This is an optimization exercise on Yosys and OpenROAD, whose aim is small area, a short achievable clock period and few clock cycles, not a production implementation.
The RTL was checked by simulation tests, not by an equivalence proof against the original design.
No activity file was given, so power comes from the tool's default toggle rates.

==> inputs of 08-19 <==
==> flow/design.v <==
`default_nettype none
package rv_isa_pkg;
    localparam logic [6:0] opcode_op     = 7'b0110011;
    localparam logic [6:0] opcode_op_imm = 7'b0010011;
    localparam logic [6:0] opcode_load   = 7'b0000011;
    localparam logic [6:0] opcode_store  = 7'b0100011;
    localparam logic [2:0] f3_add  = 3'b000;   
    localparam logic [2:0] f3_sll  = 3'b001;
    localparam logic [2:0] f3_slt  = 3'b010;
    localparam logic [2:0] f3_xor  = 3'b100;
    localparam logic [2:0] f3_sr   = 3'b101;   
    localparam logic [2:0] f3_or   = 3'b110;
    localparam logic [2:0] f3_and  = 3'b111;
    localparam logic [2:0] f3_word = 3'b010;   
    typedef enum logic [3:0] {
        alu_none = 4'd0,
        alu_sub  = 4'd1,
        alu_and  = 4'd2,
        alu_or   = 4'd3,
        alu_xor  = 4'd4,
        alu_sll  = 4'd5,
        alu_sra  = 4'd6,
        alu_srl  = 4'd7,
        alu_slt  = 4'd8,
        alu_add  = 4'd9
    } alu_op_t;
    localparam logic [31:0] nop_instr = 32'h0000_0013;   
endpackage
`default_nettype wire
`default_nettype none
package pipe_pkg;
    localparam int xlen = 32;
    typedef logic [xlen-1:0] word_t;
    typedef logic [4:0]      reg_addr_t;
    typedef logic [xlen-3:0] mem_addr_t;
    typedef enum logic [1:0] {
        fwd_reg = 2'b00,   
        fwd_mem = 2'b01,   
        fwd_wb  = 2'b10    
    } fwd_sel_t;
endpackage
`default_nettype wire
`timescale 1ns/1ps
`default_nettype none
module reg_file (
    input  logic        clk,
    input  logic        rst_n,
    input  logic [31:1] sel1,      
    input  logic [31:1] sel2,
    output logic [31:0] rs1_data,
    output logic [31:0] rs2_data,
    output logic [31:1] valid_nx,
    input  logic        we,        
    input  logic [4:0]  rd,
    input  logic [31:0] wdata
);
    logic [31:0] regs [1:31];
    logic [31:1] valid;
    logic [31:1] wsel;
    always_comb begin
        for (int j = 1; j < 32; j++)
            wsel[j] = we && (rd == 5'(j));
    end
    always_comb begin
        rs1_data = '0;
        rs2_data = '0;
        for (int j = 1; j < 32; j++) begin
            rs1_data = rs1_data | ({32{sel1[j]}} & regs[j]);
            rs2_data = rs2_data | ({32{sel2[j]}} & regs[j]);
        end
    end
    assign valid_nx = valid | wsel;
    always_ff @(posedge clk) begin
        if (!rst_n)
            valid <= '0;
        else
            valid <= valid | wsel;
    end
    always_ff @(posedge clk) begin
        for (int j = 1; j < 32; j++)
            if (wsel[j]) regs[j] <= wdata;
    end
endmodule
`default_nettype wire
`timescale 1ns/1ps
`default_nettype none
module rv_pipeline (
    input  logic               clk,
    input  logic               rst_n,
    output pipe_pkg::mem_addr_t imem_addr,
    input  pipe_pkg::word_t     imem_rdata,
    output logic               dmem_ren,
    output logic               dmem_wen,
    output pipe_pkg::mem_addr_t dmem_addr,
    output pipe_pkg::word_t     dmem_wdata,
    input  pipe_pkg::word_t     dmem_rdata
);
    logic [29:0] pc;
    logic [31:0] id_instr;
    logic        id_v;
    logic        stall;
    assign imem_addr = pc;
    always_ff @(posedge clk) begin
        if (!rst_n) begin
            pc   <= '0;
            id_v <= 1'b0;
        end else if (!stall) begin
            pc   <= pc + 30'd1;
            id_v <= 1'b1;
        end
    end
    logic [31:1] id_sel1, id_sel2;
    logic [31:1] valid_nx;
    logic [31:0] valid_nx0;
    logic        id_rv1, id_rv2;
    assign valid_nx0 = {valid_nx, 1'b0};
    always_ff @(posedge clk) begin
        id_rv1 <= rst_n && valid_nx0[stall ? id_instr[19:15] : imem_rdata[19:15]];
        id_rv2 <= rst_n && valid_nx0[stall ? id_instr[24:20] : imem_rdata[24:20]];
    end
    always_ff @(posedge clk) begin
        if (!stall) begin
            id_instr <= imem_rdata;
            for (int j = 1; j < 32; j++) begin
                id_sel1[j] <= imem_rdata[19:15] == 5'(j);
                id_sel2[j] <= imem_rdata[24:20] == 5'(j);
            end
        end
    end
    logic [6:0]  opcode;
    logic [2:0]  f3;
    logic [4:0]  rd, rs1, rs2;
    logic        is_op, is_imm, is_ld, is_st, alu_ins;
    logic        wr_rd, use_b;
    logic [11:0] imm12;
    logic [31:0] rf1, rf2;
    logic [31:0] ex_a, ex_b, ex_sd;
    logic        ex_fld;
    logic        ex_sra, ex_neg;
    logic        s_add, s_sub, s_slt, s_xor, s_or, s_and, s_sll, s_sr;
    logic [4:0]  ex_rd;
    logic        ex_we, ex_ld, ex_st;
    logic [31:0] alu;
    logic [31:0] mem_res, mem_sd;
    logic [4:0]  mem_rd;
    logic        mem_we, mem_ld, mem_st;
    logic [31:0] mem_val;
    assign opcode = id_instr[6:0];
    assign f3     = id_instr[14:12];
    assign rd     = id_instr[11:7];
    assign rs1    = id_instr[19:15];
    assign rs2    = id_instr[24:20];
    assign is_op  = id_v && opcode == rv_isa_pkg::opcode_op;
    assign is_imm = id_v && opcode == rv_isa_pkg::opcode_op_imm;
    assign is_ld  = id_v && opcode == rv_isa_pkg::opcode_load;
    assign is_st  = id_v && opcode == rv_isa_pkg::opcode_store;
    assign alu_ins = is_op || is_imm;
    assign wr_rd  = (alu_ins || is_ld) && rd != 5'd0;
    assign imm12  = is_st ? {id_instr[31:25], id_instr[11:7]} : id_instr[31:20];
    reg_file i_reg_file (
        .clk, .rst_n, .sel1(id_sel1), .sel2(id_sel2), .rs1_data(rf1), .rs2_data(rf2),
        .valid_nx,
        .we(mem_we), .rd(mem_rd), .wdata(mem_val)
    );
    assign mem_val = mem_ld ? dmem_rdata : mem_res;
    logic hit1, hit2, fwd1, fwd2, wt1, wt2;
    assign hit1 = ex_we && ex_rd == rs1;
    assign hit2 = ex_we && ex_rd == rs2;
    assign fwd1 = hit1 && !ex_ld;
    assign fwd2 = hit2 && !ex_ld;
    assign use_b = is_op;
    assign wt1 = mem_we && mem_rd == rs1;
    assign wt2 = mem_we && mem_rd == rs2;
    logic a_ex, a_mem, a_rf, b_imm, b_ex, b_mem, b_rf, d_ex, d_mem, d_rf;
    assign a_ex  = fwd1;
    assign a_mem = !fwd1 && wt1;
    assign a_rf  = !fwd1 && !wt1 && id_rv1;
    assign d_ex  = fwd2;
    assign d_mem = !fwd2 && wt2;
    assign d_rf  = !fwd2 && !wt2 && id_rv2;
    assign b_imm = !is_op;
    assign b_ex  = is_op && d_ex;
    assign b_mem = is_op && d_mem;
    assign b_rf  = is_op && d_rf;
    assign stall = ex_ld && ((hit1 && (alu_ins || is_ld || is_st)) || (hit2 && use_b));
    always_ff @(posedge clk) begin
        if (!rst_n) begin
            ex_we <= 1'b0;
            ex_ld <= 1'b0;
            ex_st <= 1'b0;
        end else begin
            ex_we <= wr_rd && !stall;
            ex_ld <= is_ld && !stall;
            ex_st <= is_st && !stall;
        end
    end
    always_ff @(posedge clk) begin
        ex_a    <= ({32{a_ex}} & alu) | ({32{a_mem}} & mem_val) | ({32{a_rf}} & rf1);
        ex_b    <= ({32{b_ex}} & alu) | ({32{b_mem}} & mem_val) | ({32{b_rf}} & rf2)
                 | ({32{b_imm}} & {{20{imm12[11]}}, imm12});
        ex_sd   <= ({32{d_ex}} & alu) | ({32{d_mem}} & mem_val) | ({32{d_rf}} & rf2);
        ex_rd   <= rd;
        ex_fld  <= hit2 && ex_ld;
        ex_sra  <= id_instr[30];
        ex_neg  <= (is_op && f3 == 3'b000 && id_instr[30]) || (alu_ins && f3 == 3'b010);
        s_add   <= (alu_ins && f3 == 3'b000 && !(is_op && id_instr[30])) || is_ld || is_st;
        s_sub   <= is_op && f3 == 3'b000 && id_instr[30];
        s_slt   <= alu_ins && f3 == 3'b010;
        s_xor   <= alu_ins && f3 == 3'b100;
        s_or    <= alu_ins && f3 == 3'b110;
        s_and   <= alu_ins && f3 == 3'b111;
        s_sll   <= alu_ins && f3 == 3'b001;
        s_sr    <= alu_ins && f3 == 3'b101;
    end
    logic [31:0] sum, diff, shr, shl;
    logic        lt;
    logic [32:0] sum33;
    assign sum33 = {ex_a, 1'b1} + {ex_b ^ {32{ex_neg}}, ex_neg};
    assign sum  = sum33[32:1];
    assign diff = sum;
    assign lt   = (ex_a[31] ^ ex_b[31]) ? ex_a[31] : diff[31];
    assign shr  = 32'($signed({ex_sra & ex_a[31], ex_a}) >>> ex_b[4:0]);
    assign shl  = ex_a << ex_b[4:0];
    assign alu = ({32{s_add}} & sum)
               | ({32{s_sub}} & diff)
               | ({32{s_slt}} & {31'b0, lt})
               | ({32{s_xor}} & (ex_a ^ ex_b))
               | ({32{s_or}}  & (ex_a | ex_b))
               | ({32{s_and}} & (ex_a & ex_b))
               | ({32{s_sll}} & shl)
               | ({32{s_sr}}  & shr);
    always_ff @(posedge clk) begin
        if (!rst_n) begin
            mem_we <= 1'b0;
            mem_ld <= 1'b0;
            mem_st <= 1'b0;
        end else begin
            mem_we <= ex_we;
            mem_ld <= ex_ld;
            mem_st <= ex_st;
        end
    end
    always_ff @(posedge clk) begin
        mem_res <= alu;
        mem_sd  <= ex_fld ? dmem_rdata : ex_sd;
        mem_rd  <= ex_rd;
    end
    assign dmem_ren   = mem_ld;
    assign dmem_wen   = mem_st;
    assign dmem_addr  = mem_res[31:2];
    assign dmem_wdata = mem_sd;
endmodule
`default_nettype wire
==> flow/run.sh <==
#!/bin/bash
# synth_recipe.tcl (not shown) runs the flow's synth.tcl, then flattens the netlist and writes it again
# the make line also repeats each setting of config.mk as NAME=value (left out here)
make -C /OpenROAD-flow-scripts/flow DESIGN_CONFIG=/design/flow/config.mk WORK_HOME=/design/flow/orfs CLKGATE_MAP_FILE= SYNTH_SCRIPT=/design/flow/synth_recipe.tcl finish
==> flow/config.mk <==
export PLATFORM = sky130hd
export DESIGN_NAME = rv_pipeline
export DESIGN_NICKNAME = rv_pipeline
export VERILOG_FILES = /design/flow/design.v
export SDC_FILE = /design/flow/constraint.sdc
export NUM_CORES = 4
export LEC_CHECK = 0
export CAP_MARGIN = 20
export CORE_MARGIN = 2
export CORE_UTILIZATION = 60
export SETUP_SLACK_MARGIN = 3.5
export SLEW_MARGIN = 20
==> flow/constraint.sdc <==
create_clock -name core_clock -period 6.3 [get_ports {clk}]
set_input_delay 1.2600 -clock core_clock [delete_from_list [all_inputs] [get_ports {clk}]]
set_output_delay 1.2600 -clock core_clock [all_outputs]
set_load 0.01 [all_outputs]
==> 04-22 (differences from 08-19) <==
--- a/flow/design.v
+++ b/flow/design.v
@@ -50,5 +50,6 @@
     output logic [31:0] rs1_data,
     output logic [31:0] rs2_data,
-    output logic [31:1] valid_nx,
+    output logic        rs1_valid,
+    output logic        rs2_valid,
     input  logic        we,        
     input  logic [4:0]  rd,
@@ -70,5 +71,6 @@
         end
     end
-    assign valid_nx = valid | wsel;
+    assign rs1_valid = |(sel1 & valid);
+    assign rs2_valid = |(sel2 & valid);
     always_ff @(posedge clk) begin
         if (!rst_n)
@@ -111,12 +113,4 @@
     end
     logic [31:1] id_sel1, id_sel2;
-    logic [31:1] valid_nx;
-    logic [31:0] valid_nx0;
-    logic        id_rv1, id_rv2;
-    assign valid_nx0 = {valid_nx, 1'b0};
-    always_ff @(posedge clk) begin
-        id_rv1 <= rst_n && valid_nx0[stall ? id_instr[19:15] : imem_rdata[19:15]];
-        id_rv2 <= rst_n && valid_nx0[stall ? id_instr[24:20] : imem_rdata[24:20]];
-    end
     always_ff @(posedge clk) begin
         if (!stall) begin
@@ -134,5 +128,6 @@
     logic        wr_rd, use_b;
     logic [11:0] imm12;
-    logic [31:0] rf1, rf2;
+    logic [31:0] rf1, rf2, rd1, rd2;
+    logic        rv1, rv2;
     logic [31:0] ex_a, ex_b, ex_sd;
     logic        ex_fld;
@@ -160,9 +155,11 @@
     reg_file i_reg_file (
         .clk, .rst_n, .sel1(id_sel1), .sel2(id_sel2), .rs1_data(rf1), .rs2_data(rf2),
-        .valid_nx,
+        .rs1_valid(rv1), .rs2_valid(rv2),
         .we(mem_we), .rd(mem_rd), .wdata(mem_val)
     );
     assign mem_val = mem_ld ? dmem_rdata : mem_res;
-    logic hit1, hit2, fwd1, fwd2, wt1, wt2;
+    assign rd1 = (mem_we && mem_rd == rs1) ? mem_val : rv1 ? rf1 : '0;
+    assign rd2 = (mem_we && mem_rd == rs2) ? mem_val : rv2 ? rf2 : '0;
+    logic hit1, hit2, fwd1, fwd2;
     assign hit1 = ex_we && ex_rd == rs1;
     assign hit2 = ex_we && ex_rd == rs2;
@@ -170,17 +167,4 @@
     assign fwd2 = hit2 && !ex_ld;
     assign use_b = is_op;
-    assign wt1 = mem_we && mem_rd == rs1;
-    assign wt2 = mem_we && mem_rd == rs2;
-    logic a_ex, a_mem, a_rf, b_imm, b_ex, b_mem, b_rf, d_ex, d_mem, d_rf;
-    assign a_ex  = fwd1;
-    assign a_mem = !fwd1 && wt1;
-    assign a_rf  = !fwd1 && !wt1 && id_rv1;
-    assign d_ex  = fwd2;
-    assign d_mem = !fwd2 && wt2;
-    assign d_rf  = !fwd2 && !wt2 && id_rv2;
-    assign b_imm = !is_op;
-    assign b_ex  = is_op && d_ex;
-    assign b_mem = is_op && d_mem;
-    assign b_rf  = is_op && d_rf;
     assign stall = ex_ld && ((hit1 && (alu_ins || is_ld || is_st)) || (hit2 && use_b));
     always_ff @(posedge clk) begin
@@ -196,8 +180,7 @@
     end
     always_ff @(posedge clk) begin
-        ex_a    <= ({32{a_ex}} & alu) | ({32{a_mem}} & mem_val) | ({32{a_rf}} & rf1);
-        ex_b    <= ({32{b_ex}} & alu) | ({32{b_mem}} & mem_val) | ({32{b_rf}} & rf2)
-                 | ({32{b_imm}} & {{20{imm12[11]}}, imm12});
-        ex_sd   <= ({32{d_ex}} & alu) | ({32{d_mem}} & mem_val) | ({32{d_rf}} & rf2);
+        ex_a    <= fwd1 ? alu : rd1;
+        ex_b    <= !is_op ? {{20{imm12[11]}}, imm12} : fwd2 ? alu : rd2;
+        ex_sd   <= fwd2 ? alu : rd2;
         ex_rd   <= rd;
         ex_fld  <= hit2 && ex_ld;
- CORE_UTILIZATION: 60 -> 40
- SETUP_SLACK_MARGIN: 3.5 -> 3.0
==> 11-08 (differences from 08-19) <==
--- a/flow/design.v
+++ b/flow/design.v
@@ -138,5 +138,8 @@
     logic        ex_fld;
     logic        ex_sra, ex_neg;
-    logic        s_add, s_sub, s_slt, s_xor, s_or, s_and, s_sll, s_sr;
+    logic        s_ar, s_slt, s_xor, s_or, s_and, s_sll, s_sr;
+    logic [3:0]  ex_sh0, ex_sh1;   
+    logic [1:0]  ex_sh2;           
+    logic [31:0] b_nx;
     logic [4:0]  ex_rd;
     logic        ex_we, ex_ld, ex_st;
@@ -183,5 +186,16 @@
     assign b_mem = is_op && d_mem;
     assign b_rf  = is_op && d_rf;
-    assign stall = ex_ld && ((hit1 && (alu_ins || is_ld || is_st)) || (hit2 && use_b));
+    logic [6:0] if_opc;
+    logic       if_use1, if_use2, stall_nx;
+    assign if_opc  = imem_rdata[6:0];
+    assign if_use1 = if_opc == rv_isa_pkg::opcode_op || if_opc == rv_isa_pkg::opcode_op_imm
+                  || if_opc == rv_isa_pkg::opcode_load || if_opc == rv_isa_pkg::opcode_store;
+    assign if_use2 = if_opc == rv_isa_pkg::opcode_op;
+    assign stall_nx = !stall && is_ld && rd != 5'd0
+                   && ((if_use1 && imem_rdata[19:15] == rd) || (if_use2 && imem_rdata[24:20] == rd));
+    always_ff @(posedge clk) begin
+        if (!rst_n) stall <= 1'b0;
+        else        stall <= stall_nx;
+    end
     always_ff @(posedge clk) begin
         if (!rst_n) begin
@@ -195,15 +209,22 @@
         end
     end
+    assign b_nx = ({32{b_ex}} & alu) | ({32{b_mem}} & mem_val) | ({32{b_rf}} & rf2)
+                | ({32{b_imm}} & {{20{imm12[11]}}, imm12});
+    logic neg;
+    assign neg = (is_op && f3 == 3'b000 && id_instr[30]) || (alu_ins && f3 == 3'b010);
     always_ff @(posedge clk) begin
         ex_a    <= ({32{a_ex}} & alu) | ({32{a_mem}} & mem_val) | ({32{a_rf}} & rf1);
-        ex_b    <= ({32{b_ex}} & alu) | ({32{b_mem}} & mem_val) | ({32{b_rf}} & rf2)
-                 | ({32{b_imm}} & {{20{imm12[11]}}, imm12});
+        ex_b    <= b_nx ^ {32{neg}};
+        for (int k = 0; k < 4; k++) begin
+            ex_sh0[k] <= b_nx[1:0] == 2'(k);
+            ex_sh1[k] <= b_nx[3:2] == 2'(k);
+        end
+        ex_sh2  <= {b_nx[4], !b_nx[4]};
         ex_sd   <= ({32{d_ex}} & alu) | ({32{d_mem}} & mem_val) | ({32{d_rf}} & rf2);
         ex_rd   <= rd;
         ex_fld  <= hit2 && ex_ld;
         ex_sra  <= id_instr[30];
-        ex_neg  <= (is_op && f3 == 3'b000 && id_instr[30]) || (alu_ins && f3 == 3'b010);
-        s_add   <= (alu_ins && f3 == 3'b000 && !(is_op && id_instr[30])) || is_ld || is_st;
-        s_sub   <= is_op && f3 == 3'b000 && id_instr[30];
+        ex_neg  <= neg;
+        s_ar    <= (alu_ins && f3 == 3'b000) || is_ld || is_st;
         s_slt   <= alu_ins && f3 == 3'b010;
         s_xor   <= alu_ins && f3 == 3'b100;
@@ -213,15 +234,44 @@
         s_sr    <= alu_ins && f3 == 3'b101;
     end
-    logic [31:0] sum, diff, shr, shl;
+    logic [31:0] sum, shr, shl;
     logic        lt;
-    logic [32:0] sum33;
-    assign sum33 = {ex_a, 1'b1} + {ex_b ^ {32{ex_neg}}, ex_neg};
-    assign sum  = sum33[32:1];
-    assign diff = sum;
-    assign lt   = (ex_a[31] ^ ex_b[31]) ? ex_a[31] : diff[31];
-    assign shr  = 32'($signed({ex_sra & ex_a[31], ex_a}) >>> ex_b[4:0]);
-    assign shl  = ex_a << ex_b[4:0];
-    assign alu = ({32{s_add}} & sum)
-               | ({32{s_sub}} & diff)
+    function automatic logic [31:0] ks_add(input logic [31:0] a, input logic [31:0] b, input logic cin);
+        logic [31:0] g, p, gg, pp;
+        g  = a & b;
+        p  = a ^ b;
+        gg = g;
+        pp = p;
+        gg[0] = g[0] | (p[0] & cin);
+        for (int d = 1; d < 32; d = d * 2) begin
+            for (int i = 31; i >= d; i--) begin
+                gg[i] = gg[i] | (pp[i] & gg[i-d]);
+                pp[i] = pp[i] & pp[i-d];
+            end
+        end
+        ks_add = p ^ {gg[30:0], cin};
+    endfunction
+    assign sum = ks_add(ex_a, ex_b, ex_neg);
+    assign lt   = (ex_a[31] ^ ex_b[31]) ? sum[31] : ex_a[31];   
+    logic [63:0] r0, r1;
+    logic [31:0] l0, l1;
+    logic        fill;
+    assign fill = ex_sra & ex_a[31];
+    always_comb begin
+        r0 = '0;
+        r1 = '0;
+        l0 = '0;
+        l1 = '0;
+        for (int k = 0; k < 4; k++) begin
+            r0 = r0 | ({64{ex_sh0[k]}} & ({{32{fill}}, ex_a} >> k));
+            l0 = l0 | ({32{ex_sh0[k]}} & (ex_a << k));
+        end
+        for (int k = 0; k < 4; k++) begin
+            r1 = r1 | ({64{ex_sh1[k]}} & (r0 >> (4 * k)));
+            l1 = l1 | ({32{ex_sh1[k]}} & (l0 << (4 * k)));
+        end
+        shr = ({32{ex_sh2[0]}} & r1[31:0]) | ({32{ex_sh2[1]}} & r1[47:16]);
+        shl = ({32{ex_sh2[0]}} & l1) | ({32{ex_sh2[1]}} & (l1 << 16));
+    end
+    assign alu = ({32{s_ar}}  & sum)
                | ({32{s_slt}} & {31'b0, lt})
                | ({32{s_xor}} & (ex_a ^ ex_b))
- CORE_UTILIZATION: 60 -> 50
- SETUP_SLACK_MARGIN: 3.5 -> 3.3
==> summary.txt <==
Result of the run: 11-08 finished clean; 08-19 finished clean; 04-22 finished clean
# Taps: 11-08 1612; 08-19 1357; 04-22 2016
Antenna violations before repair: 11-08 16; 08-19 23; 04-22 15
Multi-input combinational area share: 11-08 31.2%; 08-19 31.9%; 04-22 30.9%
Clock network power consumption: 11-08 8610 uW; 08-19 8400 uW; 04-22 8500 uW
Clock network share of area: 11-08 6.59%; 08-19 6.35%; 04-22 6.53%
Instance count of the mapped netlist: 11-08 4747; 08-19 4629; 04-22 4619
Buffer share of cell area: 11-08 5.48%; 08-19 6.58%; 04-22 5.28%
Die boundary width: 11-08 351 um; 08-19 322 um; 04-22 394 um
Non-filler cells, final: 11-08 6682; 08-19 6420; 04-22 6932
Non-clock inverter count in the final layout: 11-08 105; 08-19 105; 04-22 115
Register-to-register setup slack: 11-08 3.13 ns; 08-19 2.77 ns; 04-22 2.79 ns
Combinational power: 11-08 1340 uW; 08-19 1310 uW; 04-22 654 uW
Area growth from synthesis to layout: 11-08 18.2%; 08-19 18.9%; 04-22 16.8%
Sequential element share of the synthesized area: 11-08 62.7%; 08-19 61.9%; 04-22 61.9%
Core utilization of the finished layout: 11-08 59.5%; 08-19 72.0%; 04-22 47.2%
Die Area: 11-08 123000 sq um; 08-19 104000 sq um; 04-22 155000 sq um
Setup Buffers After CTS: 11-08 46; 08-19 118; 04-22 26
Share of the synthesized netlist area taken by xor and xnor gates: 11-08 1.39%; 08-19 1.41%; 04-22 1.31%
Sinks on the clock net: 11-08 1347; 08-19 1337; 04-22 1335
Reg area: 11-08 37900 sq um; 08-19 37700 sq um; 04-22 37600 sq um
Final setup margin: 11-08 3.13 ns; 08-19 2.77 ns; 04-22 2.79 ns
Routed length per instance: 11-08 44.9 um; 08-19 44.9 um; 04-22 43.0 um
Starting DRT DRC Count: 11-08 11100; 08-19 12100; 04-22 10900
Wire length of the first global-routing pass: 11-08 401000 um; 08-19 384000 um; 04-22 401000 um
Synth top area share: 11-08 54.1%; 08-19 53.7%; 04-22 53.7%
Testbench counts of 08-19, summed over its fixed seeds: cycles 10,922.
Testbench counts of 04-22, summed over its fixed seeds: cycles 10,922.
Testbench counts of 11-08, summed over its fixed seeds: cycles 10,922.

## afterwards: timing with drivers on the ports
How much do the figures lean on ideal ports? The routed layouts below were timed once more, with nothing changed but the port constraints.
Step 1 sets driving cells, clkbuf_16 on the clock port and buf_2 on the other inputs (assumed; they add their load-dependent delay and slew).
Step 2 moves the port delays by t, midway between the first and last clock arrival at a register: inputs arrive t later, outputs are due t later. That takes back most of the time a late clock gives input paths.
Slacks: ideal ports / drivers / drivers and shift; pairs: ideal ports / drivers.
run	t, ns	setup slack, ns	hold slack, ns	pins driven straight from the clock port
08-19	0.847	2.771 / 2.771 / 2.556	0.420 / 0.420 / 0.420	1
04-22	0.882	2.791 / 2.791 / 2.700	0.391 / 0.391 / 0.391	1
11-08	0.879	3.126 / 3.126 / 2.508	0.398 / 0.398 / 0.398	1
After both steps every run listed still meets setup and hold. For 11-08, which loses most, drivers alone change the setup slack by 0.000 ns; drivers and shift together by -0.618 ns.
